From an optimization exercise on the open Yosys and OpenROAD flow, aimed at small area and a short achievable clock period; shortcuts taken in it are not production practice. Function was checked by simulation only, so behaviour that the tests miss may differ from the original. No activity file was given, so power comes from the tool's default toggle rates.

== the reference run ==
==> flow/design.v (excerpt) <==
module core_top (
	input wire clk,
	input wire res,
	input wire inst_valid,
	input wire [core_pkg::xlen-1:0] inst_code,
	output logic wb_valid,
	output logic [core_pkg::reg_idx_w-1:0] wb_reg,
	output logic [core_pkg::xlen-1:0] wb_data,
	output logic wb_sat
);
==> flow/config.mk <==
export PLATFORM = sky130hd
export DESIGN_NAME = core_top
export DESIGN_NICKNAME = core_top
export VERILOG_FILES = /design/flow/design.v
export SDC_FILE = /design/flow/constraint.sdc
export NUM_CORES = 4
export LEC_CHECK = 0
export CAP_MARGIN = 20
export CORE_MARGIN = 2
export CORE_UTILIZATION = 55
export CTS_BUF_LIST = sky130_fd_sc_hd__clkbuf_16
export CTS_CLUSTER_DIAMETER = 80
export CTS_CLUSTER_SIZE = 24
export PLACE_DENSITY = 0.7
export SETUP_SLACK_MARGIN = 5
export SLEW_MARGIN = 20
export SYNTH_HIERARCHICAL = 1
export SYNTH_MINIMUM_KEEP_SIZE = 0
==> flow/constraint.sdc <==
create_clock -name core_clock -period 11.0 [get_ports {clk}]
set_input_delay 2.2000 -clock core_clock [delete_from_list [all_inputs] [get_ports {clk}]]
set_output_delay 2.2000 -clock core_clock [all_outputs]
set_load 0.01 [all_outputs]
standard.sh (not shown) runs the stock make flow with config.mk's settings and CLKGATE_MAP_FILE= SYNTH_SCRIPT=/design/flow/synth_recipe.tcl, a recipe that flattens the netlist after the stock synthesis.
==> flow/flow/run.sh <==
#!/bin/bash
# Own flow: the standard layout (standard.sh, standard synthesis included)
# with a larger setup margin for the timing repair steps, so that repair works
# the design below the clock period it is built at. Nothing else changes.
set -euo pipefail
grep -q 'SETUP_SLACK_MARGIN=5' standard.sh
sed 's/SETUP_SLACK_MARGIN=5/SETUP_SLACK_MARGIN=6.5/' standard.sh > standard_margin.sh
grep -q 'SETUP_SLACK_MARGIN=6.5' standard_margin.sh
bash standard_margin.sh finish > make_finish.log 2>&1
Input changes introduced in the trial run (baseline for comparison: the reference run):
diff --git a/flow/design.v b/flow/design.v
--- a/flow/design.v
+++ b/flow/design.v
@@ -109,12 +109,14 @@
 `default_nettype none
 module reg_file (
 	input wire clk,
 	input wire res,
 	input wire [core_pkg::reg_idx_w-1:0] rs1,
 	input wire [core_pkg::reg_idx_w-1:0] rs2,
+	input wire use_imm,
+	input wire [core_pkg::xlen-1:0] imm,
 	input wire wr_en,
 	input wire [core_pkg::reg_idx_w-1:0] wr_reg,
 	input wire [core_pkg::xlen-1:0] wr_data,
 	output logic [core_pkg::xlen-1:0] rd1_data,
 	output logic [core_pkg::xlen-1:0] rd2_data
 );
@@ -164,16 +166,16 @@
 			.fresh(fresh),
 			.wr_en(wr_en),
 			.wr_reg(wr_reg),
 			.wr_data(wr_data[16*h +: 16]),
 			.rd_data(rd1_data[16*h +: 16])
 		);
-		read_port #(.has_alt(1'b0), .lo(16*h)) read_port_2 (
+		read_port #(.has_alt(1'b1), .lo(16*h)) read_port_2 (
 			.rs(rs2),
-			.use_alt(1'b0),
-			.alt('0),
+			.use_alt(use_imm),
+			.alt(imm[16*h +: 16]),
 			.regs(regs_h[h]),
 			.valid(valid),
 			.fresh(fresh),
 			.wr_en(wr_en),
 			.wr_reg(wr_reg),
 			.wr_data(wr_data[16*h +: 16]),
@@ -459,13 +461,13 @@
 	for (genvar i = 1; i < 31; i++)
 	begin : g_other
 		a21o_cell u_other (.a1(raw[i]), .a2(keep), .b1(sat_up), .y(other[i]));
 	end
 	assign other[0] = raw[0] || !keep;
 	assign other[31] = (raw[31] && keep) || sat_dn;
-	assign dot_en = is_dot && !(both_neg && dot_nz);  
+	assign dot_en = is_dot && !dn_other;  
 	assign sat = sat_up || sat_dn;
 endmodule
 module dotp_unit (
 	input wire [31:0] an,
 	input wire [31:0] bn,
 	output logic [17:0] y
@@ -2484,21 +2486,12 @@
 	input wire b2,
 	input wire c1,
 	output logic y
 );
 	assign y = (a1 && a2) || (b1 && b2) || c1;
 endmodule
-module a22o_cell (
-	input wire a1,
-	input wire a2,
-	input wire b1,
-	input wire b2,
-	output logic y
-);
-	assign y = (a1 && a2) || (b1 && b2);
-endmodule
 module a21o_cell (
 	input wire a1,
 	input wire a2,
 	input wire b1,
 	output logic y
 );
@@ -2548,13 +2541,12 @@
 	logic [core_pkg::xlen-1:0] base_a;
 	logic [core_pkg::xlen-1:0] base_b;
 	logic dot_a;
 	logic dot_b;
 	logic fwd_a_res;
 	logic fwd_b_res;
-	logic keep_b;
 	assign fwd_a = ex_valid && ex_rd == rs1;
 	assign fwd_b = ex_valid && ex_rd == rs2;
 	always_ff @(posedge clk or negedge res)
 	begin
 		if (!res)
 			ex_valid <= 1'b0;
@@ -2589,17 +2581,13 @@
 	);
 	assign fwd_a_res = fwd_a;
 	assign fwd_b_res = fwd_b && !use_imm;
 	assign dot_a = dot_en && fwd_a_res;
 	assign dot_b = dot_en && fwd_b_res;
 	assign base_a = fwd_a_res ? '0 : rd1_data;
-	assign keep_b = !use_imm && !fwd_b;
-	for (genvar i = 0; i < core_pkg::xlen; i++)
-	begin : g_base_b
-		a22o_cell u_base_b (.a1(imm[i]), .a2(use_imm), .b1(rd2_data[i]), .b2(keep_b), .y(base_b[i]));
-	end
+	assign base_b = fwd_b_res ? '0 : rd2_data;
 	for (genvar i = 0; i < core_pkg::xlen; i++)
 	begin : g_res
 		if (i < 18)
 		begin : g_dot
 			a21o_cell u_res (.a1(dot[i]), .a2(dot_en), .b1(other[i]), .y(alu_result[i]));
 			a221o_cell u_next_a (.a1(dot[i]), .a2(dot_a), .b1(other[i]), .b2(fwd_a_res), .c1(base_a[i]), .y(next_a[i]));
@@ -2670,12 +2658,14 @@
 	);
 	reg_file reg_file_inst (
 		.clk(clk),
 		.res(res),
 		.rs1(rs1),
 		.rs2(rs2),
+		.use_imm(use_imm),
+		.imm(imm),
 		.wr_en(wb_valid),
 		.wr_reg(wb_reg),
 		.wr_data(wb_data),
 		.rd1_data(rd1_data),
 		.rd2_data(rd2_data)
 	);
Notes after the runs:
exec_stage_inst.ex_bn[8]$_DFF_P_ as the termination of the worst setup path was reported by the trial run, and exec_stage_inst.ex_b[14]$_DFF_P_ by the reference run.
On sequential fraction of total cell area, the trial run tracks the reference run almost exactly.
The trial run completed; timing, DRC and antenna clean
Delta (the trial run minus the reference run): final critical path time including I/O delays and setup shows a reduction of 0.23 ns; fmax shows an increase of about 4.3%; overall power after layout shows no meaningful change; combined area of the multi-input logic cells shows an increase of 340 um2; die width shows no meaningful change.

## port drivers added, routing unchanged
How much do the figures lean on ideal ports? The routed layouts below were timed once more, with nothing changed but the port constraints.
Step 1 (the two cells are an assumption about what drives the block):
set clk [get_ports {clk}]
set_driving_cell -lib_cell sky130_fd_sc_hd__clkbuf_16 $clk
set_driving_cell -lib_cell sky130_fd_sc_hd__buf_2 [delete_from_list [all_inputs] $clk]
Step 2 moves the port delays by t, midway between the first and last clock arrival at a register: inputs arrive t later, outputs are due t later. That takes back most of the time a late clock gives input paths.
Slacks: no drivers / after step 1 / after step 2; pairs: no drivers / after step 1.
| run | t, ns | setup slack, ns | clock arrival spread, ns | worst register clock-pin slew, ns | worst slew at a driven data input, ns |
|---|---|---|---|---|---|
| the reference run | 0.796 | 5.556 / 5.556 / 4.896 | 0.044 / 0.044 | 0.10 / 0.10 | 0.18 |
| the trial run | 0.765 | 5.783 / 5.783 / 5.096 | 0.032 / 0.032 | 0.11 / 0.11 | 0.17 |
After both steps every run listed still meets setup and hold. For the trial run, which loses most, drivers alone change the setup slack by 0.000 ns; drivers and shift together by -0.687 ns.
